This design comes from an exercise in tuning for a short achievable clock period and few clock cycles on the open sky130 flow, not from production work.
Only simulation tests tie the RTL to the original design; equivalence was not proved.
No activity file was given, so power comes from the tool's default toggle rates.

==> flow/design.v <==
package riscv_isa_pkg;
  localparam int INSN_W     = 32;
  localparam int REG_ADDR_W = 5;
  typedef enum logic [6:0] {
    OPC_JAL    = 7'b110_1111,
    OPC_JALR   = 7'b110_0111,
    OPC_BRANCH = 7'b110_0011,
    OPC_LOAD   = 7'b000_0011,
    OPC_STORE  = 7'b010_0011,
    OPC_IMM    = 7'b001_0011,
    OPC_ALSU   = 7'b011_0011,
    OPC_SYSTEM = 7'b111_0011
  } opcode_t;
  localparam logic [2:0] F3_ADD = 3'b000;
  localparam logic [2:0] F3_XOR = 3'b100;
  localparam logic [2:0] F3_OR  = 3'b110;
  localparam logic [2:0] F3_AND = 3'b111;
  localparam logic [2:0] F3_BEQ = 3'b000;
  localparam logic [2:0] F3_BNE = 3'b001;
  localparam logic [2:0] F3_BLT = 3'b100;
  localparam logic [2:0] F3_BGE = 3'b101;
  localparam logic [6:0] F7_BASE = 7'b000_0000;
  localparam logic [6:0] F7_ALT  = 7'b010_0000;
  localparam logic [31:0] EBREAK_WORD = 32'h0010_0073;
  typedef enum logic [1:0] {
    IMM_I,
    IMM_S,
    IMM_B,
    IMM_J
  } imm_kind_t;
endpackage
package core_pkg;
  localparam int XLEN     = 32;
  localparam int NUM_REGS = 32;
  localparam logic [XLEN-1:0] RESET_ADDR = '0;
  localparam logic [XLEN-1:0] NOP_WORD = 32'h0000_0013;
  typedef enum logic [3:0] {
    ALU_ADD,
    ALU_SUB,
    ALU_XOR,
    ALU_OR,
    ALU_AND,
    ALU_EQ,
    ALU_NE,
    ALU_LTS,
    ALU_GES
  } alu_op_t;
  typedef struct packed {
    alu_op_t alu_op;
    logic    use_imm;
    logic    is_branch;
    logic    is_jump;
    logic    jump_reg_base;
    logic    mem_read;
    logic    mem_write;
    logic    reg_write;
    logic    mem_to_reg;
    logic    halt;
  } ctrl_t;
  localparam int CTRL_W = 13;   
endpackage
`timescale 1ns/10ps
module g_inv   (input logic a, output logic y);                                  assign y = ~a;                      endmodule
module g_nand2 (input logic a, b, output logic y);                               assign y = ~(a & b);                endmodule
module g_nand3 (input logic a, b, c, output logic y);                            assign y = ~(a & b & c);            endmodule
module g_nand4 (input logic a, b, c, d, output logic y);                         assign y = ~(a & b & c & d);        endmodule
module g_nor2  (input logic a, b, output logic y);                               assign y = ~(a | b);                endmodule
module g_nor3  (input logic a, b, c, output logic y);                            assign y = ~(a | b | c);            endmodule
module g_nor4  (input logic a, b, c, d, output logic y);                         assign y = ~(a | b | c | d);        endmodule
module g_a22oi (input logic a1, a2, b1, b2, output logic y);                     assign y = ~((a1 & a2) | (b1 & b2)); endmodule
module g_xor2  (input logic a, b, output logic y);                               assign y = a ^ b;                   endmodule
module g_xnor2 (input logic a, b, output logic y);                               assign y = ~(a ^ b);                endmodule
module g_a21oi (input logic a1, a2, b1, output logic y);                         assign y = ~((a1 & a2) | b1);       endmodule
module g_o21ai (input logic a1, a2, b1, output logic y);                         assign y = ~((a1 | a2) & b1);       endmodule
module g_nand2b(input logic an, b, output logic y);                              assign y = ~(~an & b);              endmodule
module g_nor2b (input logic a, bn, output logic y);                              assign y = ~(a | ~bn);              endmodule
module g_and2  (input logic a, b, output logic y);                               assign y = a & b;                   endmodule
module g_or2   (input logic a, b, output logic y);                               assign y = a | b;                   endmodule
`timescale 1ns/10ps
module rf_slice #(
  parameter int W = 8
) (
  input  logic [31*W-1:0] regs_i,
  input  logic [4:0]      idx_i,
  output logic [W-1:0]    data_o
);
  logic [4:0] ni;
  for (genvar b = 0; b < 5; b++) begin : g_ni
    g_inv u_i (.a(idx_i[b]), .y(ni[b]));
  end
  logic [7:0] lo_n;
  logic [3:0] hi_n;
  for (genvar j = 0; j < 8; j++) begin : g_lo
    g_nand3 u_n (.a(j[0] ? idx_i[0] : ni[0]), .b(j[1] ? idx_i[1] : ni[1]), .c(j[2] ? idx_i[2] : ni[2]),
                 .y(lo_n[j]));
  end
  for (genvar j = 0; j < 4; j++) begin : g_hi
    g_nand2 u_n (.a(j[0] ? idx_i[3] : ni[3]), .b(j[1] ? idx_i[4] : ni[4]), .y(hi_n[j]));
  end
  logic [31:0] sel;
  assign sel[0] = 1'b0;
  for (genvar k = 1; k < 32; k++) begin : g_sel
    g_nor2 u_s (.a(lo_n[k % 8]), .b(hi_n[k / 8]), .y(sel[k]));
  end
  for (genvar b = 0; b < W; b++) begin : g_bit
    logic [31:0] r;
    assign r[0] = 1'b0;
    for (genvar k = 1; k < 32; k++) begin : g_r
      assign r[k] = regs_i[(k-1)*W + b];
    end
    logic [15:0] t;
    for (genvar p = 0; p < 16; p++) begin : g_t
      g_a22oi u_a (.a1(sel[2*p]), .a2(r[2*p]), .b1(sel[2*p+1]), .b2(r[2*p+1]), .y(t[p]));
    end
    logic [3:0] u;
    for (genvar q = 0; q < 4; q++) begin : g_u
      g_nand4 u_n (.a(t[4*q]), .b(t[4*q+1]), .c(t[4*q+2]), .d(t[4*q+3]), .y(u[q]));
    end
    logic [1:0] v;
    g_nor2  u_v0 (.a(u[0]), .b(u[1]), .y(v[0]));
    g_nor2  u_v1 (.a(u[2]), .b(u[3]), .y(v[1]));
    g_nand2 u_w  (.a(v[0]), .b(v[1]), .y(data_o[b]));
  end
endmodule
`timescale 1ns/10ps
module f_ctl (
  input  logic [31:0] ir_i,
  input  logic [4:0]  x_rd_i,
  input  logic        k_i,
  input  logic        lnk_i,
  input  logic        m_redir_i,
  input  logic        pnz_i,
  input  logic        pn3_i,
  input  logic        lnz_i,
  input  logic        ln3_i,
  output logic        s_hold_o,
  output logic        s_jal_o,
  output logic        s_br_o,
  output logic        s_jr_o,
  output logic        s_inc_o,
  output logic        stall_o,
  output logic        stall_n_o,
  output logic        go_o
);
  logic [31:0] ni;
  for (genvar b = 0; b < 32; b++) begin : g_ni
    g_inv u_i (.a(ir_i[b]), .y(ni[b]));
  end
  logic k_n, lnk_n;
  g_inv u_kn (.a(k_i),   .y(k_n));
  g_inv u_ln (.a(lnk_i), .y(lnk_n));
  logic [4:0] x1, x2;
  for (genvar b = 0; b < 5; b++) begin : g_x
    g_xnor2 u_1 (.a(ir_i[15+b]), .b(x_rd_i[b]), .y(x1[b]));
    g_xnor2 u_2 (.a(ir_i[20+b]), .b(x_rd_i[b]), .y(x2[b]));
  end
  logic e1a_n, e1b_n, e2a_n, e2b_n;
  g_nand3 u_e1a (.a(x1[0]), .b(x1[1]), .c(x1[2]), .y(e1a_n));
  g_nand2 u_e1b (.a(x1[3]), .b(x1[4]), .y(e1b_n));
  g_nand3 u_e2a (.a(x2[0]), .b(x2[1]), .c(x2[2]), .y(e2a_n));
  g_nand2 u_e2b (.a(x2[3]), .b(x2[4]), .y(e2b_n));
  logic jal_a_n, jal_b_n, jr_a_n, jr_b_n, br_a_n, br_b_n, rb_a_n, rb_b_n, x64;
  g_nand4 u_jla (.a(ir_i[6]), .b(ir_i[5]), .c(ir_i[3]), .d(ir_i[2]), .y(jal_a_n));
  g_nand3 u_jlb (.a(ir_i[1]), .b(ir_i[0]), .c(ni[4]), .y(jal_b_n));
  g_nand4 u_jra (.a(ir_i[6]), .b(ir_i[5]), .c(ir_i[2]), .d(ir_i[1]), .y(jr_a_n));
  g_nand3 u_jrb (.a(ir_i[0]), .b(ni[4]), .c(ni[3]), .y(jr_b_n));
  g_nand4 u_bra (.a(ir_i[6]), .b(ir_i[5]), .c(ir_i[1]), .d(ir_i[0]), .y(br_a_n));
  g_nand4 u_brb (.a(ni[4]), .b(ni[3]), .c(ni[2]), .d(ni[13]), .y(br_b_n));
  g_xor2  u_x64 (.a(ir_i[6]), .b(ir_i[4]), .y(x64));
  g_nand4 u_rba (.a(ir_i[5]), .b(ni[3]), .c(ni[2]), .d(ir_i[1]), .y(rb_a_n));
  g_nand2 u_rbb (.a(ir_i[0]), .b(x64), .y(rb_b_n));
  logic is_jal, nj, rb;
  g_nor2 u_isj (.a(jal_a_n), .b(jal_b_n), .y(is_jal));
  g_inv  u_nj  (.a(is_jal), .y(nj));
  g_nor2 u_rb  (.a(rb_a_n), .b(rb_b_n), .y(rb));
  logic e1k, e2k, st_n, st;
  g_nor3  u_e1k (.a(e1a_n), .b(e1b_n), .c(k_n), .y(e1k));
  g_nor3  u_e2k (.a(e2a_n), .b(e2b_n), .c(k_n), .y(e2k));
  g_a22oi u_st  (.a1(e1k), .a2(nj), .b1(e2k), .b2(rb), .y(st_n));
  g_inv   u_sti (.a(st_n), .y(st));
  logic e1l, is_jr, h1_n, h2_n, ones6, z1, z2, p1, p2, near_jr, gojr_n;
  g_nor3  u_e1l (.a(e1a_n), .b(e1b_n), .c(lnk_n), .y(e1l));
  g_nor2  u_isr (.a(jr_a_n), .b(jr_b_n), .y(is_jr));
  g_nand3 u_h1  (.a(ir_i[31]), .b(ir_i[30]), .c(ir_i[29]), .y(h1_n));
  g_nand3 u_h2  (.a(ir_i[28]), .b(ir_i[27]), .c(ir_i[26]), .y(h2_n));
  g_nor2  u_o6  (.a(h1_n), .b(h2_n), .y(ones6));
  g_nor3  u_z1  (.a(ir_i[31]), .b(ir_i[30]), .c(ir_i[29]), .y(z1));
  g_nor3  u_z2  (.a(ir_i[28]), .b(ir_i[27]), .c(ir_i[26]), .y(z2));
  g_nand2 u_p1  (.a(ones6), .b(lnz_i), .y(p1));
  g_nand3 u_p2  (.a(z1), .b(z2), .c(ln3_i), .y(p2));
  g_nand2 u_njr (.a(p1), .b(p2), .y(near_jr));
  g_nand3 u_gjr (.a(e1l), .b(is_jr), .c(near_jr), .y(gojr_n));
  logic b1_n, b2_n, bra, brb, gobr_n;
  g_nand4 u_b1  (.a(ir_i[31]), .b(ir_i[30]), .c(ir_i[29]), .d(ir_i[28]), .y(b1_n));
  g_nand4 u_b2  (.a(ir_i[27]), .b(ir_i[26]), .c(ir_i[25]), .d(ir_i[7]), .y(b2_n));
  g_nor2  u_bo  (.a(br_a_n), .b(br_b_n), .y(bra));
  g_nor2  u_bi  (.a(b1_n), .b(b2_n), .y(brb));
  g_nand3 u_gbr (.a(bra), .b(brb), .c(pnz_i), .y(gobr_n));
  logic [3:0] jo_n, jz;
  g_nand4 u_jo0 (.a(ir_i[31]), .b(ir_i[30]), .c(ir_i[29]), .d(ir_i[28]), .y(jo_n[0]));
  g_nand4 u_jo1 (.a(ir_i[27]), .b(ir_i[26]), .c(ir_i[20]), .d(ir_i[19]), .y(jo_n[1]));
  g_nand4 u_jo2 (.a(ir_i[18]), .b(ir_i[17]), .c(ir_i[16]), .d(ir_i[15]), .y(jo_n[2]));
  g_nand3 u_jo3 (.a(ir_i[14]), .b(ir_i[13]), .c(ir_i[12]), .y(jo_n[3]));
  g_nor4  u_jz0 (.a(ir_i[31]), .b(ir_i[30]), .c(ir_i[29]), .d(ir_i[28]), .y(jz[0]));
  g_nor4  u_jz1 (.a(ir_i[27]), .b(ir_i[26]), .c(ir_i[20]), .d(ir_i[19]), .y(jz[1]));
  g_nor4  u_jz2 (.a(ir_i[18]), .b(ir_i[17]), .c(ir_i[16]), .d(ir_i[15]), .y(jz[2]));
  g_nor3  u_jz3 (.a(ir_i[14]), .b(ir_i[13]), .c(ir_i[12]), .y(jz[3]));
  logic w4a, w4_n;
  g_nor4  u_w4a (.a(ir_i[25]), .b(ir_i[24]), .c(ir_i[23]), .d(ir_i[21]), .y(w4a));
  g_nand2 u_w4  (.a(w4a), .b(ir_i[22]), .y(w4_n));
  logic jo01, jo23, q1, jz01_n, jz23_n, q2a_n, zok, jnear, jl, gojal_n;
  g_nor2  u_q01 (.a(jo_n[0]), .b(jo_n[1]), .y(jo01));
  g_nor2  u_q23 (.a(jo_n[2]), .b(jo_n[3]), .y(jo23));
  g_nand3 u_q1  (.a(jo01), .b(jo23), .c(pnz_i), .y(q1));
  g_nand2 u_z01 (.a(jz[0]), .b(jz[1]), .y(jz01_n));
  g_nand2 u_z23 (.a(jz[2]), .b(jz[3]), .y(jz23_n));
  g_nand2 u_z4  (.a(pn3_i), .b(w4_n), .y(q2a_n));
  g_nor3  u_zok (.a(jz01_n), .b(jz23_n), .c(q2a_n), .y(zok));
  g_inv   u_q2  (.a(zok), .y(jnear));
  g_nand2 u_jn  (.a(q1), .b(jnear), .y(jl));
  g_nand2 u_gjl (.a(is_jal), .b(jl), .y(gojal_n));
  g_nor2  u_sh  (.a(st_n), .b(m_redir_i), .y(s_hold_o));
  g_nor2  u_sj  (.a(gojal_n), .b(m_redir_i), .y(s_jal_o));
  g_nor3  u_sb  (.a(gobr_n), .b(st), .c(m_redir_i), .y(s_br_o));
  g_nor2  u_sr  (.a(gojr_n), .b(m_redir_i), .y(s_jr_o));
  logic all_n;
  g_nand4 u_an  (.a(st_n), .b(gojal_n), .c(gobr_n), .d(gojr_n), .y(all_n));
  g_nor2  u_si  (.a(all_n), .b(m_redir_i), .y(s_inc_o));
  assign stall_o   = st;
  assign stall_n_o = st_n;
  g_nand3 u_go  (.a(gojal_n), .b(gobr_n), .c(gojr_n), .y(go_o));
endmodule
module dec_fields (
  input  logic [31:0] ir_i,
  input  logic [5:0]  pcm_i,
  output logic        is_jal_o,
  output logic        is_jalr_o,
  output logic        op_rb_o,
  output logic        go_jal_o,
  output logic        go_br_o
);
  logic [6:0] opc;
  logic       s;
  assign opc       = ir_i[6:0];
  assign s         = ir_i[31];
  assign is_jal_o  = (opc == 7'b1101111);
  assign is_jalr_o = (opc == 7'b1100111);
  assign op_rb_o   = (opc == 7'b0110011) || (opc == 7'b1100011);
  assign go_jal_o  = is_jal_o && (ir_i[19:12] == {8{s}}) && (ir_i[20] == s) && (ir_i[30:26] == {5{s}}) &&
                     (s ? (pcm_i != 6'd0) : (pcm_i != 6'h3f)) &&
                     !({s, ir_i[19:12], ir_i[20], ir_i[30:21]} == 20'd2);
  assign go_br_o   = (opc == 7'b1100011) && !ir_i[13] && s && ir_i[7] && (ir_i[30:25] == 6'h3f) &&
                     (pcm_i != 6'd0);
endmodule
module c_stall (
  input  logic [31:0] ir_i,
  input  logic [5:0]  pcm_i,
  input  logic [4:0]  x_rd_i,
  input  logic        k_i,
  output logic        stall_o
);
  logic is_jal, is_jalr, op_rb, go_jal, go_br;
  dec_fields u_f (.ir_i(ir_i), .pcm_i(pcm_i), .is_jal_o(is_jal), .is_jalr_o(is_jalr), .op_rb_o(op_rb),
                  .go_jal_o(go_jal), .go_br_o(go_br));
  assign stall_o = k_i && ((!is_jal && (x_rd_i == ir_i[19:15])) || (op_rb && (x_rd_i == ir_i[24:20])));
endmodule
module c_gojr (
  input  logic [31:0] ir_i,
  input  logic [4:0]  x_rd_i,
  input  logic        lnk_i,
  input  logic [5:0]  lkm_i,
  output logic        go_o
);
  assign go_o = (ir_i[6:0] == 7'b1100111) && lnk_i && (x_rd_i == ir_i[19:15]) &&
                (ir_i[30:26] == {5{ir_i[31]}}) && (ir_i[31] ? (lkm_i != 6'd0) : (lkm_i != 6'h3f));
endmodule
module c_pcsel (
  input  logic [31:0] ir_i,
  input  logic [5:0]  pcm_i,
  input  logic [5:0]  lkm_i,
  input  logic [4:0]  x_rd_i,
  input  logic        k_i,
  input  logic        lnk_i,
  input  logic        m_redir_i,
  output logic        s_hold_o,
  output logic        s_jal_o,
  output logic        s_br_o,
  output logic        s_jr_o,
  output logic        s_inc_o
);
  logic st0, st1, st2, jr0, jr1;
  logic is_jal, is_jalr, op_rb, go_jal, go_br;
  dec_fields u_f (.ir_i(ir_i), .pcm_i(pcm_i), .is_jal_o(is_jal), .is_jalr_o(is_jalr), .op_rb_o(op_rb),
                  .go_jal_o(go_jal), .go_br_o(go_br));
  c_stall u_st0 (.ir_i(ir_i), .pcm_i(pcm_i), .x_rd_i(x_rd_i), .k_i(k_i), .stall_o(st0));
  c_stall u_st1 (.ir_i(ir_i), .pcm_i(pcm_i), .x_rd_i(x_rd_i), .k_i(k_i), .stall_o(st1));
  c_stall u_st2 (.ir_i(ir_i), .pcm_i(pcm_i), .x_rd_i(x_rd_i), .k_i(k_i), .stall_o(st2));
  c_gojr  u_jr0 (.ir_i(ir_i), .x_rd_i(x_rd_i), .lnk_i(lnk_i), .lkm_i(lkm_i), .go_o(jr0));
  c_gojr  u_jr1 (.ir_i(ir_i), .x_rd_i(x_rd_i), .lnk_i(lnk_i), .lkm_i(lkm_i), .go_o(jr1));
  assign s_hold_o = st0 && !m_redir_i;
  assign s_jal_o  = go_jal && !m_redir_i;
  assign s_br_o   = go_br && !st1 && !m_redir_i;
  assign s_jr_o   = jr0 && !m_redir_i;
  assign s_inc_o  = !m_redir_i && !st2 && !go_jal && !go_br && !jr1;
endmodule
module c_opsel (
  input  logic [4:0] rs_i,
  input  logic       none_i,
  input  logic [4:0] x_rd_i,
  input  logic       w_i,
  input  logic       m_wen_i,
  input  logic [4:0] m_rd_i,
  output logic       res_o,
  output logic       wb_o,
  output logic       reg_o
);
  logic fwd, byp;
  assign fwd   = w_i && (x_rd_i == rs_i);
  assign byp   = m_wen_i && (m_rd_i == rs_i);
  assign res_o = !none_i && fwd;
  assign wb_o  = !none_i && !fwd && byp;
  assign reg_o = !none_i && !fwd && !byp;
endmodule
module c_xnext (
  input  logic [31:0] ir_i,
  input  logic [5:0]  pcm_i,
  input  logic [4:0]  x_rd_i,
  input  logic        k_i,
  input  logic        kill_i,
  input  logic        writes_i,
  input  logic        is_ld_i,
  input  logic        is_lnk_i,
  output logic        valid_o,
  output logic        wen_o,
  output logic        ld_o,
  output logic        lnk_o
);
  logic st, live;
  c_stall u_st (.ir_i(ir_i), .pcm_i(pcm_i), .x_rd_i(x_rd_i), .k_i(k_i), .stall_o(st));
  assign live    = !kill_i && !st;
  assign valid_o = live;
  assign wen_o   = live && writes_i;
  assign ld_o    = live && is_ld_i;
  assign lnk_o   = live && is_lnk_i;
endmodule
module x_branch (
  input  logic [31:0] a_i,
  input  logic [31:0] b_i,
  input  logic        valid_i,
  input  logic        m_redir_i,
  input  logic        m_skip_i,
  input  logic        br_i,
  input  logic        fast_i,
  input  logic        b0_i,
  input  logic        blt_i,
  input  logic        inv_i,
  input  logic        pred_i,
  input  logic        off4_i,
  input  logic        off8_i,
  input  logic        ebreak_i,
  input  logic        fin_i,
  output logic        live_o,
  output logic        redir_o,
  output logic        skip_o,
  output logic        sx_o,
  output logic        halt_o,
  output logic        kill_o
);
  logic eq, lt_fast, taken;
  assign eq      = (a_i == b_i);
  assign lt_fast = b0_i ? a_i[31] : (!b_i[31] && !eq);
  assign taken   = (blt_i ? lt_fast : eq) ^ inv_i;
  assign live_o  = valid_i && !m_redir_i && !m_skip_i;
  assign redir_o = live_o && br_i && fast_i && (taken ? (!pred_i && !off4_i && !off8_i) : pred_i);
  assign skip_o  = live_o && br_i && fast_i && taken && !pred_i && off8_i;
  assign sx_o    = live_o && br_i && fast_i && (taken ? !pred_i && !off4_i : pred_i);
  assign halt_o  = live_o && ebreak_i;
  assign kill_o  = m_redir_i || redir_o || skip_o || halt_o || fin_i;
endmodule
module x_enter (
  input  logic kill_i,
  input  logic stall_i,
  input  logic writes_i,
  input  logic is_ld_i,
  input  logic is_lnk_i,
  output logic valid_o,
  output logic wen_o,
  output logic ld_o,
  output logic lnk_o
);
  logic live;
  g_nor2 u_l (.a(kill_i), .b(stall_i), .y(live));
  assign valid_o = live;
  g_and2 u_w (.a(live), .b(writes_i), .y(wen_o));
  g_and2 u_d (.a(live), .b(is_ld_i),  .y(ld_o));
  g_and2 u_k (.a(live), .b(is_lnk_i), .y(lnk_o));
endmodule
module x_slow (
  input  logic       live_i,
  input  logic       br_i,
  input  logic       fast_i,
  input  logic       mjump_i,
  input  logic       inv_i,
  input  logic       pred_i,
  input  logic       off4_i,
  input  logic       off8_i,
  input  logic       go_i,
  output logic [1:0] ms_lt_o,
  output logic [1:0] ms_ge_o
);
  logic slow_br, mis_t, mis_n, skp_t, mj;
  assign slow_br = live_i && br_i && !fast_i;
  assign mis_t   = !pred_i && !off4_i && !(off8_i && !go_i);
  assign mis_n   = pred_i;
  assign skp_t   = !pred_i && off8_i && !go_i;
  assign mj      = live_i && mjump_i;
  assign ms_lt_o = {mj || (slow_br && (inv_i ? mis_n : mis_t)), slow_br && !inv_i && skp_t};
  assign ms_ge_o = {mj || (slow_br && (inv_i ? mis_t : mis_n)), slow_br &&  inv_i && skp_t};
endmodule
module c_goany (
  input  logic [31:0] ir_i,
  input  logic [5:0]  pcm_i,
  input  logic [5:0]  lkm_i,
  input  logic [4:0]  x_rd_i,
  input  logic        lnk_i,
  output logic        go_o
);
  logic is_jal, is_jalr, op_rb, go_jal, go_br, jr;
  dec_fields u_f (.ir_i(ir_i), .pcm_i(pcm_i), .is_jal_o(is_jal), .is_jalr_o(is_jalr), .op_rb_o(op_rb),
                  .go_jal_o(go_jal), .go_br_o(go_br));
  c_gojr u_jr (.ir_i(ir_i), .x_rd_i(x_rd_i), .lnk_i(lnk_i), .lkm_i(lkm_i), .go_o(jr));
  assign go_o = go_jal || go_br || jr;
endmodule
module f_decode (
  input  logic [31:0] ir_i,
  output logic        is_addi_o,
  output logic        is_r_o,
  output logic        is_ld_o,
  output logic        is_st_o,
  output logic        is_br_o,
  output logic        is_jal_o,
  output logic        is_jalr_o,
  output logic        is_ebreak_o,
  output logic        op_rb_o,
  output logic        jal_short_o,
  output logic        go_jal_o,
  output logic        go_br_o,
  output logic        writes_o
);
  logic [6:0] opc;
  logic [2:0] f3;
  logic [6:0] f7;
  assign opc = ir_i[6:0];
  assign f3  = ir_i[14:12];
  assign f7  = ir_i[31:25];
  assign is_addi_o   = (opc == 7'b0010011) && (f3 == 3'b000);
  assign is_r_o      = (opc == 7'b0110011) &&
                       (((f7 == 7'b0000000) && (f3 == 3'b000 || f3 == 3'b100 || f3 == 3'b110 || f3 == 3'b111)) ||
                        ((f7 == 7'b0100000) && (f3 == 3'b000)));
  assign is_ld_o     = (opc == 7'b0000011);
  assign is_st_o     = (opc == 7'b0100011);
  assign is_br_o     = (opc == 7'b1100011) && !f3[1];
  assign is_jal_o    = (opc == 7'b1101111);
  assign is_jalr_o   = (opc == 7'b1100111);
  assign is_ebreak_o = (ir_i == 32'h0010_0073);
  assign op_rb_o     = (opc == 7'b0110011) || (opc == 7'b1100011);
  assign jal_short_o = (ir_i[19:12] == {8{ir_i[31]}}) && (ir_i[20] == ir_i[31]);
  assign go_jal_o    = is_jal_o && jal_short_o &&
                       !({ir_i[31], ir_i[19:12], ir_i[20], ir_i[30:21]} == 20'd2);
  assign go_br_o     = is_br_o && ir_i[31];
  assign writes_o    = (is_addi_o | is_r_o | is_ld_o | is_jal_o | is_jalr_o) && (ir_i[11:7] != 5'd0);
endmodule
`timescale 1ns/10ps
module pg_gen #(
  parameter int W = 32
) (
  input  logic [W-1:0] a_i,
  input  logic [W-1:0] b_i,
  output logic [W-1:0] p_o,
  output logic [W-1:0] g_o
);
  assign p_o = a_i ^ b_i;
  assign g_o = a_i & b_i;
endmodule
module ks_tree #(
  parameter int W = 32
) (
  input  logic [W-1:0] p_i,
  input  logic [W-1:0] g_i,
  input  logic         cin_i,
  output logic [W-1:0] c_o
);
  function automatic int ceil_log2(input int v);
    ceil_log2 = 0;
    for (int i = 0; i < 31; i++) begin
      if ((1 << i) < v) ceil_log2 = i + 1;
    end
  endfunction
  localparam int L = ceil_log2(W);
  logic [W-1:0] gg [0:L];
  logic [W-1:0] pp [0:L];
  always_comb begin
    gg[0]    = g_i;
    pp[0]    = p_i;
    gg[0][0] = g_i[0] | (p_i[0] & cin_i);
    for (int l = 0; l < L; l++) begin
      for (int i = 0; i < W; i++) begin
        if (i >= (1 << l)) begin
          gg[l+1][i] = gg[l][i] | (pp[l][i] & gg[l][i - (1 << l)]);
          pp[l+1][i] = pp[l][i] & pp[l][i - (1 << l)];
        end else begin
          gg[l+1][i] = gg[l][i];
          pp[l+1][i] = pp[l][i];
        end
      end
    end
    c_o = gg[L];
  end
endmodule
module ks_add #(
  parameter int W = 32
) (
  input  logic [W-1:0] a_i,
  input  logic [W-1:0] b_i,
  input  logic         cin_i,
  output logic [W-1:0] sum_o,
  output logic         cout_o
);
  logic [W-1:0] p, g, c;
  pg_gen  #(.W(W)) u_pg   (.a_i(a_i), .b_i(b_i), .p_o(p), .g_o(g));
  ks_tree #(.W(W)) u_tree (.p_i(p), .g_i(g), .cin_i(cin_i), .c_o(c));
  assign sum_o  = p ^ {c[W-2:0], cin_i};
  assign cout_o = c[W-1];
endmodule
module inc_dec #(
  parameter int W = 20
) (
  input  logic [W-1:0] v_i,
  output logic [W-1:0] inc_o,
  output logic [W-1:0] dec_o
);
  ks_add #(.W(W)) u_inc (.a_i(v_i), .b_i({W{1'b0}}), .cin_i(1'b1), .sum_o(inc_o), .cout_o());
  ks_add #(.W(W)) u_dec (.a_i(v_i), .b_i({W{1'b1}}), .cin_i(1'b0), .sum_o(dec_o), .cout_o());
endmodule
module mux2w #(
  parameter int W = 32
) (
  input  logic         s_i,
  input  logic [W-1:0] a_i,
  input  logic [W-1:0] b_i,
  output logic [W-1:0] y_o
);
  assign y_o = s_i ? a_i : b_i;
endmodule
module ks_add_g #(
  parameter int W    = 32,
  parameter int CIN  = 0,
  parameter int INVB = 0
) (
  input  logic [W-1:0] a_i,
  input  logic [W-1:0] b_i,
  output logic [W-1:0] sum_o,
  output logic         cout_o
);
  function automatic int ceil_log2(input int v);
    ceil_log2 = 0;
    for (int i = 0; i < 31; i++) begin
      if ((1 << i) < v) ceil_log2 = i + 1;
    end
  endfunction
  localparam int L = ceil_log2(W);
  logic [W-1:0] gg [0:L];
  logic [W-1:0] pp [0:L];
  logic [W-1:0] pn;
  for (genvar i = 0; i < W; i++) begin : g_pg
    if (INVB == 1) begin : g_ib
      g_xor2 u_p (.a(a_i[i]), .b(b_i[i]), .y(pn[i]));
      if (i == 0 && CIN == 1) begin : g_c1
        g_nor2b  u_g (.a(a_i[i]), .bn(b_i[i]), .y(gg[0][i]));
      end else begin : g_c0
        g_nand2b u_g (.an(b_i[i]), .b(a_i[i]), .y(gg[0][i]));
      end
    end else begin : g_b
      g_xnor2 u_p (.a(a_i[i]), .b(b_i[i]), .y(pn[i]));
      if (i == 0 && CIN == 1) begin : g_c1
        g_nor2  u_g (.a(a_i[i]), .b(b_i[i]), .y(gg[0][i]));
      end else begin : g_c0
        g_nand2 u_g (.a(a_i[i]), .b(b_i[i]), .y(gg[0][i]));
      end
    end
    assign pp[0][i] = pn[i];
  end
  for (genvar l = 0; l < L; l++) begin : g_lvl
    localparam int D = 1 << l;
    for (genvar i = 0; i < W; i++) begin : g_b
      if (i >= D) begin : g_op
        if (l % 2 == 0) begin : g_neg_in
          g_o21ai u_g (.a1(pp[l][i]), .a2(gg[l][i-D]), .b1(gg[l][i]), .y(gg[l+1][i]));
          g_nor2  u_p (.a(pp[l][i]), .b(pp[l][i-D]), .y(pp[l+1][i]));
        end else begin : g_pos_in
          g_a21oi u_g (.a1(pp[l][i]), .a2(gg[l][i-D]), .b1(gg[l][i]), .y(gg[l+1][i]));
          g_nand2 u_p (.a(pp[l][i]), .b(pp[l][i-D]), .y(pp[l+1][i]));
        end
      end else begin : g_pass
        g_inv u_g (.a(gg[l][i]), .y(gg[l+1][i]));
        g_inv u_p (.a(pp[l][i]), .y(pp[l+1][i]));
      end
    end
  end
  for (genvar i = 0; i < W; i++) begin : g_s
    if (i == 0) begin : g_s0
      if (CIN == 1) begin : g_1
        assign sum_o[0] = pn[0];
      end else begin : g_0
        g_inv u_s (.a(pn[0]), .y(sum_o[0]));
      end
    end else if (L % 2 == 1) begin : g_pos
      g_xnor2 u_s (.a(pn[i]), .b(gg[L][i-1]), .y(sum_o[i]));
    end else begin : g_neg
      g_xor2 u_s (.a(pn[i]), .b(gg[L][i-1]), .y(sum_o[i]));
    end
  end
  if (L % 2 == 1) begin : g_co_pos
    assign cout_o = gg[L][W-1];
  end else begin : g_co_neg
    g_inv u_co (.a(gg[L][W-1]), .y(cout_o));
  end
endmodule
`timescale 1ns/10ps
module ao_sel #(
  parameter int N = 8,
  parameter int W = 32
) (
  input  logic [N*W-1:0] d_i,
  input  logic [N-1:0]   s_i,
  input  logic [W-1:0]   or_i,
  output logic [W-1:0]   y_o
);
  always_comb begin
    y_o = or_i;
    for (int k = 0; k < N; k++) begin
      y_o = y_o | ({W{s_i[k]}} & d_i[k*W +: W]);
    end
  end
endmodule
`timescale 1ns/10ps
module micro_riscv_top (
  input  logic        clk_i,
  input  logic        reset_i,
  output logic [31:0] instr_addr_o,
  input  logic [31:0] instr_rdata_i,
  output logic [31:0] data_addr_o,
  input  logic [31:0] data_rdata_i,
  output logic [31:0] data_wdata_o,
  output logic        data_re_o,
  output logic        data_we_o,
  output logic        finish_o
);
  logic [31:0] pc_f, pc_o;
  logic        x_valid, x_wen, x_ld, x_st, x_br, x_fast, x_mjump, x_ebreak, x_lnk;
  logic        x_s_add, x_s_addi, x_s_sub, x_s_xor, x_s_or, x_s_and, x_s_lnk;
  logic        x_pred, x_off4, x_off8, x_blt, x_inv, x_b0, x_fsd;
  logic [4:0]  x_rd;
  logic [31:0] x_a, x_b, x_off, x_link;
  logic [11:0] x_pcl, x_bimm;
  logic [19:0] x_hi_c1, x_hi_c0;
  logic        m_re, m_we, m_ld, m_redir, m_skip;
  logic [31:1] m_wsel;
  logic [4:0]  m_rd;
  logic        m_wen;
  logic [31:0] m_result, m_addr, m_wdata, m_tgt;
  logic        fin, fin_o;
  logic [31:0] regs [1:31];
  logic [31:0] wb_data;
  assign wb_data = m_ld ? data_rdata_i : m_result;
  logic [31:0] ir;
  assign ir = instr_rdata_i;
  logic [6:0] opc;
  logic [2:0] f3;
  logic [6:0] f7;
  logic [4:0] rd, rs1, rs2;
  assign opc = ir[6:0];
  assign f3  = ir[14:12];
  assign f7  = ir[31:25];
  assign rd  = ir[11:7];
  assign rs1 = ir[19:15];
  assign rs2 = ir[24:20];
  logic is_addi, is_r, is_ld, is_st, is_br, is_jal, is_jalr, is_ebreak, op_rb;
  logic jal_short, dec_gojal, dec_gobr, writes;
  f_decode u_dec (.ir_i(ir), .is_addi_o(is_addi), .is_r_o(is_r), .is_ld_o(is_ld), .is_st_o(is_st),
                  .is_br_o(is_br), .is_jal_o(is_jal), .is_jalr_o(is_jalr), .is_ebreak_o(is_ebreak),
                  .op_rb_o(op_rb), .jal_short_o(jal_short), .go_jal_o(dec_gojal), .go_br_o(dec_gobr),
                  .writes_o(writes));
  logic [31:0] iimm, simm, bimm, jimm;
  assign iimm = {{20{ir[31]}}, ir[31:20]};
  assign simm = {{20{ir[31]}}, ir[31:25], ir[11:7]};
  assign bimm = {{19{ir[31]}}, ir[31], ir[7], ir[30:25], ir[11:8], 1'b0};
  assign jimm = {{11{ir[31]}}, ir[31], ir[19:12], ir[20], ir[30:21], 1'b0};
  logic k_ld, k_lnk, k_w;
  assign k_ld  = x_ld && x_wen && !m_skip;
  assign k_lnk = x_lnk && !m_skip;
  assign k_w   = x_wen && !m_skip && !x_ld;
  logic go_jr, fsd_n, a_res, a_wb, a_reg, b_res, b_wb, b_reg;
  c_gojr  u_gojr  (.ir_i(ir), .x_rd_i(x_rd), .lnk_i(k_lnk), .lkm_i(x_link[11:6]), .go_o(go_jr));
  c_opsel u_asel (.rs_i(rs1), .none_i(is_jal), .x_rd_i(x_rd), .w_i(k_w), .m_wen_i(m_wen), .m_rd_i(m_rd),
                  .res_o(a_res), .wb_o(a_wb), .reg_o(a_reg));
  c_opsel u_bsel (.rs_i(rs2), .none_i(1'b0), .x_rd_i(x_rd), .w_i(k_w), .m_wen_i(m_wen), .m_rd_i(m_rd),
                  .res_o(b_res), .wb_o(b_wb), .reg_o(b_reg));
  assign fsd_n = k_ld && (x_rd == rs2);
  logic [31:0] rf_a, rf_b;
  for (genvar s = 0; s < 4; s++) begin : g_rf
    logic [31*8-1:0] slice;
    always_comb begin
      for (int k = 1; k < 32; k++) slice[(k-1)*8 +: 8] = regs[k][s*8 +: 8];
    end
    rf_slice #(.W(8)) u_a (.regs_i(slice), .idx_i(rs1), .data_o(rf_a[s*8 +: 8]));
    rf_slice #(.W(8)) u_b (.regs_i(slice), .idx_i(rs2), .data_o(rf_b[s*8 +: 8]));
  end
  logic [31:0] pc_inc;
  assign pc_inc = pc_f + 32'd4;
  logic [19:0] pc_hi_p, pc_hi_m;
  inc_dec #(.W(20)) u_pc_hi (.v_i(pc_f[31:12]), .inc_o(pc_hi_p), .dec_o(pc_hi_m));
  logic [11:0] br_lo, jal_lo, jr_lo;
  logic        br_c, jal_c, jr_c;
  ks_add_g #(.W(12), .CIN(0)) u_br_lo  (.a_i(pc_f[11:0]),   .b_i(bimm[11:0]), .sum_o(br_lo),  .cout_o(br_c));
  ks_add_g #(.W(12), .CIN(0)) u_jal_lo (.a_i(pc_f[11:0]),   .b_i(jimm[11:0]), .sum_o(jal_lo), .cout_o(jal_c));
  ks_add_g #(.W(12), .CIN(0)) u_jr_lo  (.a_i(x_link[11:0]), .b_i(iimm[11:0]), .sum_o(jr_lo),  .cout_o(jr_c));
  logic [19:0] pc_hi_c1, pc_hi_c0;
  assign pc_hi_c1 = ir[31] ? pc_f[31:12] : pc_hi_p;
  assign pc_hi_c0 = ir[31] ? pc_hi_m     : pc_f[31:12];
  logic [31:0] t_br, t_jal, t_jr;
  assign t_br  = {pc_f[31:12], br_lo};
  assign t_jal = {pc_f[31:12], jal_lo};
  assign t_jr  = {x_link[31:12], jr_lo[11:1], 1'b0};
  logic go_jal, go_br, jal4;
  logic f_isjal, f_isjalr, f_oprb;
  dec_fields u_df (.ir_i(ir), .pcm_i(pc_f[11:6]), .is_jal_o(f_isjal), .is_jalr_o(f_isjalr),
                   .op_rb_o(f_oprb), .go_jal_o(go_jal), .go_br_o(go_br));
  assign jal4 = ({ir[31], ir[19:12], ir[20], ir[30:21]} == 20'd2);
  logic [31:0] sum, dif, adr, r_xor, r_or, r_and;
  ks_add_g #(.W(32), .CIN(0)) u_add (.a_i(x_a), .b_i(x_b), .sum_o(sum), .cout_o());
  ks_add_g #(.W(32), .CIN(1), .INVB(1)) u_sub (.a_i(x_a), .b_i(x_b), .sum_o(dif), .cout_o());
  ks_add_g #(.W(32), .CIN(0)) u_adr (.a_i(x_a), .b_i(x_off), .sum_o(adr), .cout_o());
  assign r_xor = x_a ^ x_b;
  assign r_or  = x_a | x_b;
  assign r_and = x_a & x_b;
  logic [32*7-1:0] res_d;
  logic [6:0]      res_s;
  assign res_d = {x_link, r_and, r_or, r_xor, dif, adr, sum};
  assign res_s = {x_s_lnk, x_s_and, x_s_or, x_s_xor, x_s_sub, x_s_addi, x_s_add};
  logic [31:0] res;
  ao_sel #(.N(7)) u_res (.d_i(res_d), .s_i(res_s), .or_i(32'd0), .y_o(res));
  logic [31:0] a_n, b_n;
  ao_sel #(.N(10)) u_a_n (.d_i({rf_a, pc_f, wb_data, res_d}),
                          .s_i({a_reg, is_jal, a_wb, {7{a_res}} & res_s}),
                          .or_i(32'd0), .y_o(a_n));
  ao_sel #(.N(9))  u_b_n (.d_i({rf_b, wb_data, res_d}),
                          .s_i({b_reg, b_wb, {7{b_res}} & res_s}),
                          .or_i(32'd0), .y_o(b_n));
  logic [11:0] xt_lo;
  logic        xt_c;
  logic [19:0] xt_hi;
  logic [31:0] x_alt;
  ks_add_g #(.W(12), .CIN(0)) u_xt_lo (.a_i(x_pcl), .b_i(x_bimm), .sum_o(xt_lo), .cout_o(xt_c));
  mux2w #(.W(20)) u_xt_hi (.s_i(xt_c), .a_i(x_hi_c1), .b_i(x_hi_c0), .y_o(xt_hi));
  assign x_alt = x_pred ? x_link : {xt_hi, xt_lo};
  logic x_live, x_redir, x_skip, x_halt, s_x, kill_f;
  x_branch u_xbr (.a_i(x_a), .b_i(x_b), .valid_i(x_valid), .m_redir_i(m_redir), .m_skip_i(m_skip),
                  .br_i(x_br), .fast_i(x_fast), .b0_i(x_b0), .blt_i(x_blt), .inv_i(x_inv),
                  .pred_i(x_pred), .off4_i(x_off4), .off8_i(x_off8), .ebreak_i(x_ebreak), .fin_i(fin),
                  .live_o(x_live), .redir_o(x_redir), .skip_o(x_skip), .sx_o(s_x), .halt_o(x_halt),
                  .kill_o(kill_f));
  logic f_st, f_st_n, f_go, f_sh, f_sj, f_sb, f_sr, f_si;
  logic pnz, pn3, lnz, ln3;
  assign pnz = |pc_f[11:6];
  assign pn3 = !(&pc_f[11:6]);
  assign lnz = |x_link[11:6];
  assign ln3 = !(&x_link[11:6]);
  f_ctl u_fc (.ir_i(ir), .x_rd_i(x_rd), .k_i(k_ld), .lnk_i(k_lnk), .m_redir_i(m_redir),
              .pnz_i(pnz), .pn3_i(pn3), .lnz_i(lnz), .ln3_i(ln3),
              .s_hold_o(f_sh), .s_jal_o(f_sj), .s_br_o(f_sb), .s_jr_o(f_sr), .s_inc_o(f_si),
              .stall_o(f_st), .stall_n_o(f_st_n), .go_o(f_go));
  logic xv_n, xw_n, xl_n, xk_n;
  x_enter u_xn (.kill_i(kill_f), .stall_i(f_st), .writes_i(writes), .is_ld_i(is_ld),
                .is_lnk_i((is_jal || is_jalr) && (rd != 5'd0)),
                .valid_o(xv_n), .wen_o(xw_n), .ld_o(xl_n), .lnk_o(xk_n));
  logic [3:0] ms_lt, ms_ge;
  logic [1:0] ms_n;
  x_slow u_xs0 (.live_i(x_live), .br_i(x_br), .fast_i(x_fast), .mjump_i(x_mjump), .inv_i(x_inv),
                .pred_i(x_pred), .off4_i(x_off4), .off8_i(x_off8), .go_i(1'b0),
                .ms_lt_o(ms_lt[1:0]), .ms_ge_o(ms_ge[1:0]));
  x_slow u_xs1 (.live_i(x_live), .br_i(x_br), .fast_i(x_fast), .mjump_i(x_mjump), .inv_i(x_inv),
                .pred_i(x_pred), .off4_i(x_off4), .off8_i(x_off8), .go_i(1'b1),
                .ms_lt_o(ms_lt[3:2]), .ms_ge_o(ms_ge[3:2]));
  logic [1:0] g_lt, g_ge, g_sg, c_lt, c_ge;
  logic [31:0] cmp;
  ks_add_g #(.W(32), .CIN(1), .INVB(1)) u_cmp (.a_i(x_a), .b_i(x_b), .sum_o(cmp), .cout_o());
  assign g_lt = f_go ? ms_lt[3:2] : ms_lt[1:0];
  assign g_ge = f_go ? ms_ge[3:2] : ms_ge[1:0];
  assign g_sg = x_a[31] ? g_lt : g_ge;
  assign c_lt = (x_a[31] != x_b[31]) ? g_sg : g_lt;
  assign c_ge = (x_a[31] != x_b[31]) ? g_sg : g_ge;
  mux2w #(.W(2)) u_ms_n (.s_i(cmp[31]), .a_i(c_lt), .b_i(c_ge), .y_o(ms_n));
  logic [31:0] pc_p, pc_po, pc_n, pc_no;
  for (genvar g = 0; g < 4; g++) begin : g_pcs
    logic s_hold, s_jal, s_br, s_jr, s_inc, st, st_n, go;
    f_ctl u_pcsel (.ir_i(ir), .x_rd_i(x_rd), .k_i(k_ld), .lnk_i(k_lnk), .m_redir_i(m_redir),
                   .pnz_i(pnz), .pn3_i(pn3), .lnz_i(lnz), .ln3_i(ln3),
                   .s_hold_o(s_hold), .s_jal_o(s_jal), .s_br_o(s_br), .s_jr_o(s_jr), .s_inc_o(s_inc),
                   .stall_o(st), .stall_n_o(st_n), .go_o(go));
    ao_sel #(.N(6), .W(8)) u_pc_p  (.d_i({pc_f[g*8 +: 8], m_tgt[g*8 +: 8], t_jal[g*8 +: 8], t_br[g*8 +: 8],
                                         t_jr[g*8 +: 8], pc_inc[g*8 +: 8]}),
                                    .s_i({s_hold, m_redir, s_jal, s_br, s_jr, s_inc}),
                                    .or_i(8'd0), .y_o(pc_p[g*8 +: 8]));
    ao_sel #(.N(6), .W(8)) u_pc_po (.d_i({pc_o[g*8 +: 8], m_tgt[g*8 +: 8], t_jal[g*8 +: 8], t_br[g*8 +: 8],
                                         t_jr[g*8 +: 8], pc_inc[g*8 +: 8]}),
                                    .s_i({s_hold, m_redir, s_jal, s_br, s_jr, s_inc}),
                                    .or_i(8'd0), .y_o(pc_po[g*8 +: 8]));
  end
  mux2w #(.W(32)) u_pc_n  (.s_i(s_x), .a_i(x_alt), .b_i(pc_p),  .y_o(pc_n));
  mux2w #(.W(32)) u_pc_no (.s_i(s_x), .a_i(x_alt), .b_i(pc_po), .y_o(pc_no));
  logic [31:1] wsel_n;
  always_comb begin
    for (int k = 1; k < 32; k++) wsel_n[k] = x_live && x_wen && (x_rd == 5'(k));
  end
  always_ff @(posedge clk_i or posedge reset_i) begin
    if (reset_i) begin
      pc_f    <= 32'd0;
      pc_o    <= 32'd0;
      x_valid <= 1'b0;
      x_wen   <= 1'b0;
      x_ld    <= 1'b0;
      x_lnk   <= 1'b0;
      m_re    <= 1'b0;
      m_we    <= 1'b0;
      m_wen   <= 1'b0;
      m_wsel  <= '0;
      m_redir <= 1'b0;
      m_skip  <= 1'b0;
      fin     <= 1'b0;
      fin_o   <= 1'b0;
    end else begin
      pc_f <= pc_n;
      pc_o <= pc_no;
      x_valid <= xv_n;
      x_wen   <= xw_n;
      x_ld    <= xl_n;
      x_lnk   <= xk_n;
      m_re    <= x_live && x_ld;
      m_we    <= x_live && x_st;
      m_wen   <= x_live && x_wen;
      m_wsel  <= wsel_n;
      m_redir <= ms_n[1];
      m_skip  <= ms_n[0];
      fin   <= fin   || x_halt;
      fin_o <= fin_o || x_halt;
    end
  end
  always_ff @(posedge clk_i) begin
    x_st     <= is_st;
    x_br     <= is_br;
    x_fast   <= !f3[2] || (rs1 == 5'd0) || (rs2 == 5'd0);
    x_b0     <= (rs2 == 5'd0);
    x_mjump  <= (is_jalr && !go_jr) || (is_jal && !go_jal && !jal4);
    x_ebreak <= is_ebreak;
    x_s_add  <= is_r && (f3 == 3'b000) && !f7[5];
    x_s_addi <= is_addi;
    x_s_sub  <= is_r && (f3 == 3'b000) && f7[5];
    x_s_xor  <= is_r && (f3 == 3'b100);
    x_s_or   <= is_r && (f3 == 3'b110);
    x_s_and  <= is_r && (f3 == 3'b111);
    x_s_lnk  <= is_jal || is_jalr;
    x_pred   <= go_br;
    x_off4   <= (bimm == 32'd4);
    x_off8   <= (bimm == 32'd8);
    x_blt    <= f3[2];
    x_inv    <= f3[0];
    x_rd     <= rd;
    x_fsd    <= fsd_n;
    x_a      <= a_n;
    x_b      <= b_n;
    x_off    <= is_st ? simm : (is_jal ? jimm : iimm);
    x_link   <= pc_inc;
    x_pcl    <= pc_f[11:0];
    x_bimm   <= bimm[11:0];
    x_hi_c1  <= pc_hi_c1;
    x_hi_c0  <= pc_hi_c0;
    m_ld     <= x_ld;
    m_rd     <= x_rd;
    m_result <= res;
    m_addr   <= adr;
    m_wdata  <= x_fsd ? data_rdata_i : x_b;
    m_tgt    <= x_mjump ? {adr[31:1], 1'b0} : x_alt;
  end
  always_ff @(posedge clk_i or posedge reset_i) begin
    if (reset_i) begin
      for (int i = 1; i < 32; i++) regs[i] <= 32'd0;
    end else begin
      for (int i = 1; i < 32; i++) begin
        if (m_wsel[i]) regs[i] <= wb_data;
      end
    end
  end
  assign instr_addr_o = pc_o;
  assign data_addr_o  = m_addr;
  assign data_wdata_o = m_wdata;
  assign data_re_o    = m_re;
  assign data_we_o    = m_we;
  assign finish_o     = fin_o;
endmodule
==> flow/run.sh <==
#!/bin/bash
# synth_recipe.tcl (not shown) runs the flow's synth.tcl, then flattens the netlist and writes it again
# the make line also repeats each setting of config.mk as NAME=value (left out here)
make -C /OpenROAD-flow-scripts/flow DESIGN_CONFIG=/design/flow/config.mk WORK_HOME=/design/flow/orfs CLKGATE_MAP_FILE= SYNTH_SCRIPT=/design/flow/synth_recipe.tcl finish
==> flow/config.mk <==
export PLATFORM = sky130hd
export DESIGN_NAME = micro_riscv_top
export DESIGN_NICKNAME = micro_riscv_top
export VERILOG_FILES = /design/flow/design.v
export SDC_FILE = /design/flow/constraint.sdc
export NUM_CORES = 8
export LEC_CHECK = 0
export CAP_MARGIN = 20
export CORE_MARGIN = 2
export CORE_UTILIZATION = 25
export SETUP_SLACK_MARGIN = 5
export SLEW_MARGIN = 20
export SYNTH_HIERARCHICAL = 1
==> flow/constraint.sdc <==
create_clock -name core_clock -period 8.0 [get_ports {clk_i}]
set_input_delay 1.6000 -clock core_clock [delete_from_list [all_inputs] [get_ports {clk_i}]]
set_output_delay 1.6000 -clock core_clock [all_outputs]
set_load 0.01 [all_outputs]
==> out/qor.txt, run 1 <==
Crit path time final = 3.40 ns
Setup CP Type = primary input to register
Hold Crit Class = register to register
Worst-Margin Slew = 1.27 ns
Fmax = 0.294 GHz
Detailed placer's ending HPWL = 257000 µm
Internal power = 15.7 mW
Reg power frac = 0.351
Final slew viol count = 0
Synthesized instance count = 9618
Final hold vios = 0
GR Util All Layers = 0.204
Die width = 599 µm
Clock Power Share = 0.340
IO buf count = 164
Antenna-violating nets left = 0
Synth warn = 27
Design Power = 24.7 mW
Clk buf depth = 4
Largest net degree at the start of global routing = 164
Wirelength, routed = 393000 µm
H-tree depth = 4
Grt ovf = 0
Worst-skew pair later-pin latency = 0.88 ns
Io pins = 165
Clk_skew = 0.0708 ns
Synthesized cell area = 88500 µm²
1st-iter DRT viols = 11283
Peak VDD IR = 0.166 mV
Sw power = 9.02 mW
Chip Height = 599 µm
Setup crit end kind = register
Pre-Repair DR Iteration Count = 13
Core outline area = 353000 µm²
Setup TNS = 0 ns
Comb pwr share = 0.308
Sink Count = 1423
Root Buffer = clkbuf_16
Period utilization = 0.425
DRC Markers = 0
Rows = 218
Syn Area/Cell = 9.21 µm²
Final WS setup = 4.60 ns
PD cells = 220 nW/µm²
DR WL/cell = 25.7 µm
Arr. time, crit path = 4.11 ns
Layout area overhead = 27.0%
Routability congestion estimate = 0.997
Worst slew margin = 0.144
DR vias = 83748
Share of layout cells above drive strength 1 = 0.333
Crit path max fanout = 8
Pre-CTS setup slack = 2.62 ns
Final #Nets = 10582
Via density = 5.47
Initial antenna violation count = 18
Critical path required time = 8.71 ns
CP Launch Type = primary input
Initial core utilization = 0.251
Final setup violation count = 0
Leakage = 40.7 nW
Die Footprint = 359000 µm²
CTS tree = built
Final instance area = 112000 µm²
Sw frac = 0.365
Vias in the first global route = 76951
Global-route wire length before repair = 546000 µm
RSZ-0062 raised after global routing = true
Area after DPL = 97200 µm²
Cts bufs inserted = 172
Status = no timing/DRC/antenna violations
Max_cap viols = 0
Clock Pin Slew Worst Setup and Hold Paths = 0.06 ns
CTS Hold Bufs = 0
worst max-delay path, cell delays in order:
cell and delay, ns:
buf_16 0.16, buf_16 0.23, clkinvlp_4 0.27, nand3_4 0.21
nor2_4 0.05, buf_6 0.15, buf_4 0.14, a22oi_2 0.16
nand4_1 0.29, nor2_4 0.28, nand2_2 0.15, a222oi_1 0.26
nand3_1 0.11
metal layers:
| metal | vias up | track usage | wire length [µm] |
|---|---|---|---|
| met5 | - | 0 | 142 |
| met4 | 8 | 0.120 | 27900 |
| met3 | 1188 | 0.0393 | 38800 |
| met2 | 4871 | 0.313 | 171000 |
| met1 | 41046 | 0.267 | 155000 |
| li1 | 36635 | - | - |
state kept, by name, summed over array words and instances, names as in the netlist, 12 cells and up:
name	flops
m_addr	32
m_result	32
m_tgt	32
m_wdata	32
m_wsel	31
pc_f	32
pc_o	32
regs	992
x_a	32
x_b	32
x_hi_c0	20
x_hi_c1	20
x_link	30
x_off	21
x_pcl	12
layout by cell type, fill, tap and decap left out, types with 106 or more instances in the layout:
master,n
inv_1,379
nand4_1,374
nor2_2,206
a22oi_1,153
a21oi_1,1136
a22oi_2,1037
nor2_4,174
xor2_1,175
ha_1,106
dfrtp_1,1056
mux2_2,109
a22o_1,117
nor2_1,1332
conb_1,345
nand2_1,421
nand3_1,194
dfxtp_1,263
clkbuf_16,184
o21ai_1,297
buf_4,403
xnor2_1,243
a21oi_2,227
area by class of cell:
class,instances,area (µm²)
Timing Repair inverter,1,5.00
Tap cell,4730,5920
Timing Repair Buffer,754,8210
Sequential cell,1423,34200
Antenna cell,28,70.1
Inverter,401,1570
Multi-Input combinational cell,7657,56600
Clock buffer,228,4740
Fill cell,36144,240000
Clock inverter,80,1140
per-stage QoR:
step | hold slack, ns | cells | utilization
after CTS | 0.468 | 14997 | 0.304
after detailed placement | 0.445 | 14575 | 0.276
final | 0.469 | 15302 | 0.319
after global routing | 0.475 | 15297 | 0.319
after global placement | 0.438 | 14570 | 0.275
after floorplan | 0.374 | 9951 | -
worst paths after layout:
check,from,to,slack [ns],cells after the start
setup / recovery,instr_rdata_i[15],x_a[20],4.60,13
hold / removal,fin,fin,0.47,1
setup reg to reg,x_a[9],m_result[31],4.87,10
hold reg to reg,fin,fin,0.47,1
max in group asynchronous,reset_i,regs[14][4],5.15,4
min in group asynchronous,reset_i,regs[21][30],1.30,2
timing repair:
action	4_1_cts	5_1_grt
setup endpoints to repair	295	536
buffers inserted	84	255
gates cloned	30	22
pin swaps	71	407
resized for setup	1238	600
power by group through the flow:
| stage | Combinational (mW) | Sequential (mW) | Clock [mW] |
|---|---|---|---|
| after floorplan | 4.34 | 8.51 | 0 |
| after global placement | 6.74 | 8.75 | 0 |
| after detailed placement | 6.75 | 8.75 | 0 |
| after CTS | 7.04 | 8.64 | 8.52 |
| after global routing | 8.02 | 8.71 | 8.80 |
| final | 7.62 | 8.68 | 8.40 |
Testbench counts, summed over its fixed seeds: cycles 70,743.
==> inputs of run 2 (changes only) <==
--- a/flow/config.mk
+++ b/flow/config.mk
@@ -6,6 +6,8 @@
 export NUM_CORES = 8
 export LEC_CHECK = 0
 export CAP_MARGIN = 20
+export CELL_PAD_IN_SITES_DETAIL_PLACEMENT = 1
+export CELL_PAD_IN_SITES_GLOBAL_PLACEMENT = 2
 export CORE_MARGIN = 2
 export CORE_UTILIZATION = 25
 export SETUP_SLACK_MARGIN = 5
==> run 2 against run 1 <==
Compared with the run above:
- still clean on timing, DRC and antenna
- register-to-register slack got worse by 0.07 ns
- hold slack better by 0.0030 ns
- total power grew 5.2%
- clock skew rose by 0.0049 ns
- design area grew 2.7%
- sequential cell count is the same
- setup slack gained 0.18 ns
- routed wire length up 19%
- sequential share of layout area is 0.76 points lower
- via count grew 0.73%
- first-iteration DRC count down 34%
- critical path depth did not move
- critical endpoint is now x_b[15]
==> out/qor.txt, run 2 <==
Detailed placer's ending HPWL = 308000 µm (was 257000 µm)
Die width = 599 µm (unchanged)
Worst-Margin Slew = 1.14 ns (was 1.27 ns)
Top reg by flops = regs (unchanged)
Crit path max fanout = 8 (unchanged)
Status = no timing/DRC/antenna violations (unchanged)
Utilization after layout = 0.328 (was 0.319)
Final slew viol count = 0 (unchanged)
Critical path buffers and inverters = 5 (unchanged)
Crit-path max cell delay = 0.30 ns (was 0.29 ns)
Reg power frac = 0.337 (was 0.351)
Sw power = 9.63 mW (was 9.02 mW)
Share of layout cells above drive strength 1 = 0.346 (was 0.333)
Initial antenna violation count = 25 (was 18)
Clock Power Share = 0.355 (was 0.340)
Reg-to-reg startpoint = x_a[25] (was x_a[9])
Wirelength, routed = 468000 µm (was 393000 µm)
CTS tree = built (unchanged)
Syn Area/Cell = 9.21 µm² (unchanged)
Antenna-violating nets left = 0 (unchanged)
Layout area overhead = 30.5% (was 27.0%)
Largest net degree at the start of global routing = 157 (was 164)
Slowest cell on crit path = nand4_1 (unchanged)
Setup TNS = 0 ns (unchanged)
Global-route wire length before repair = 650000 µm (was 546000 µm)
Rows = 218 (unchanged)
Chip Height = 599 µm (unchanged)
Commonest non-fill, non-tap cell in the layout = nor2_1 (unchanged)
Synthesized instance count = 9618 (unchanged)
Initial core utilization = 0.251 (unchanged)
Io pins = 165 (unchanged)
HP Start = fin (unchanged)
1st-iter DRT viols = 7498 (was 11283)
DR vias = 84362 (was 83748)
Arr. time, crit path = 4.02 ns (was 4.11 ns)
Period utilization = 0.403 (was 0.425)
Max_cap viols = 0 (unchanged)
Vias in the first global route = 85236 (was 76951)
CTS Hold Bufs = 0 (unchanged)
Sink Count = 1423 (unchanged)
Crit path time final = 3.22 ns (was 3.40 ns)
Die Footprint = 359000 µm² (unchanged)
Cells along the critical path = buf_16 > buf_12 > buf_16 > clkinvlp_4 > nand3_4 > nor2_1 > buf_4 > a22oi_2 > nand4_1 > nor2_2 > nand2_4 > a221oi_2 > nand4_1 (was buf_16 > buf_16 > clkinvlp_4 > nand3_4 > nor2_4 > buf_6 > buf_4 > a22oi_2 > nand4_1 > nor2_4 > nand2_2 > a222oi_1 > nand3_1)
Clock Pin Slew Worst Setup and Hold Paths = 0.07 ns (was 0.06 ns)
Synth warn = 27 (unchanged)
Setup CP Type = primary input to register (unchanged)
GR Util All Layers = 0.249 (was 0.204)
Sw frac = 0.371 (was 0.365)
Peak VDD IR = 0.158 mV (was 0.166 mV)
Leakage = 42.4 nW (was 40.7 nW)
DRC Markers = 0 (unchanged)
Final #Nets = 10746 (was 10582)
Root Buffer = clkbuf_16 (unchanged)
Pre-Repair DR Iteration Count = 9 (was 13)
Final setup violation count = 0 (unchanged)
PD cells = 225 nW/µm² (was 220 nW/µm²)
Routability congestion estimate = 0.924 (was 0.997)
Final hold vios = 0 (unchanged)
Worst slew margin = 0.239 (was 0.144)
Synthesized cell area = 88500 µm² (unchanged)
Commonest non-fill, non-tap cells in the layout = nor2_1, a21oi_1, dfrtp_1 (unchanged)
H-tree depth = 4 (unchanged)
Hold Crit Class = register to register (unchanged)
Cell family with most CP delay = simple AND/OR/NAND/NOR gates (unchanged)
Critical path required time = 8.80 ns (was 8.71 ns)
Core outline area = 353000 µm² (unchanged)
Clk_skew = 0.0757 ns (was 0.0708 ns)
Clk buf depth = 4 (unchanged)
Comb pwr share = 0.307 (was 0.308)
Cts bufs inserted = 189 (was 172)
Worst Hold End = fin (unchanged)
Number of flip-flops in the largest register = 992 (unchanged)
Internal power = 16.3 mW (was 15.7 mW)
Grt ovf = 0 (unchanged)
Worst-skew pair later-pin latency = 0.93 ns (was 0.88 ns)
Via density = 5.45 (was 5.47)
RR Endpoint = pc_o[22] (was m_result[31])
IO buf count = 164 (unchanged)
Fmax = 0.310 GHz (was 0.294 GHz)
Hold path depth = 1 (unchanged)
DR WL/cell = 30.2 µm (was 25.7 µm)
CP Launch Type = primary input (unchanged)
RSZ-0062 raised after global routing = true (unchanged)
Reg2reg setup slack = 4.80 ns (was 4.87 ns)
Setup crit end kind = register (unchanged)
Path depth of the worst reg2reg path = 13 (was 10)
## run 2: cell types whose count changed in the layout (fill, tap and decap cells not counted), moves of 16 or more
cell             delta
buf_12             +31
buf_4              +29
buf_6              +83
clkbuf_16          +30
clkdlybuf4s15_2    -18
diode_2            -16
nand3_4            +18
nor2_1             +39
nor2_2             -22
nor2_4             -17
xnor2_1            -29
xnor2_2            +22
## run 2: area by class of cell
cell class	instances	area (µm²)
clock buffer	272	5540
antenna	12	30.0
inverter	401	1570
fill	39938	237000
sequential	1423	34200
multi-input combinational	7657	56900
clock inverter	76	1060
tap	4730	5920
timing repair buffer	902	10300
## run 2: worst max-delay path by stage
stage	cells after the start	slack [ns]	endpoint	start
after global placement	8	2.47	x_a[30]	instr_rdata_i[1]
after floorplan	1	-8.75	fin	reset_i
after global routing	13	4.75	pc_o[7]	instr_rdata_i[17]
after CTS	1	4.80	instr_addr_o[28]	pc_o[28]
final	13	4.78	x_b[15]	instr_rdata_i[22]
after detailed placement	8	2.34	x_a[28]	instr_rdata_i[1]
## run 2: repair_timing
action | CTS | global route
setup endpoints to repair | 291 | 539
cloned | 43 | 22
pin swaps | 99 | 523
gates resized for setup | 1275 | 732
setup buffers | 185 | 182
## run 2: metal layers
layer	track usage	routed length [µm]	vias to the layer above
li1	-	-	36959
met1	0.332	204000	43596
met2	0.398	211000	2901
met3	0.0363	27700	904
met4	0.112	25200	2
met5	0	17	-
## run 2: metrics by stage
step	instance area (µm²)	setup slack (ns)	instances	hold WS (ns)	power, mW
floorplan	89900	-8.75	9951	0.374	12.8
detailed placement	98100	2.34	14681	0.457	15.9
global route	116000	4.75	15469	0.503	27.0
global placement	97900	2.47	14672	0.451	15.8
finish	116000	4.78	15473	0.472	26.0
CTS	110000	4.80	15257	0.470	25.6
## run 2: power groups by stage
stage                     combinational, mW  clock [mW]  sequential, mW
after global routing                   8.45        9.70            8.80
after detailed placement               7.08           0            8.85
after CTS                              7.45        9.45            8.74
after global placement                 6.97           0            8.84
after floorplan                        4.34           0            8.51
final                                  7.98        9.23            8.76

-- re-timing with driven ports --
How much do the figures lean on ideal ports? The routed layouts below were timed once more, with nothing changed but the port constraints. Step 1 (the two cells are an assumption about what drives the block):
set clk [get_ports {clk_i}]
set_driving_cell -lib_cell sky130_fd_sc_hd__clkbuf_16 $clk
set_driving_cell -lib_cell sky130_fd_sc_hd__buf_2 [delete_from_list [all_inputs] $clk]
Step 2, shift: input delay + t, output delay - t, t = (earliest + latest rising clock arrival at the registers) / 2. This alone moves slack from input paths to output paths. a / b / c = ideal ports / drivers / drivers and shift; a / b = the first two.
run | t, ns | setup WS [ns] | worst hold slack (ns) | worst setup path at the end
run 1 | 0.931 | 4.602 / 4.526 / 3.595 | 0.469 / 0.469 / 0.469 | input to register
run 2 | 0.989 | 4.777 / 4.561 / 3.572 | 0.472 / 0.472 / 0.472 | input to register
After both steps every run listed still meets setup and hold. For run 2, which loses most, drivers alone change the setup slack by -0.216 ns; drivers and shift together by -1.205 ns.
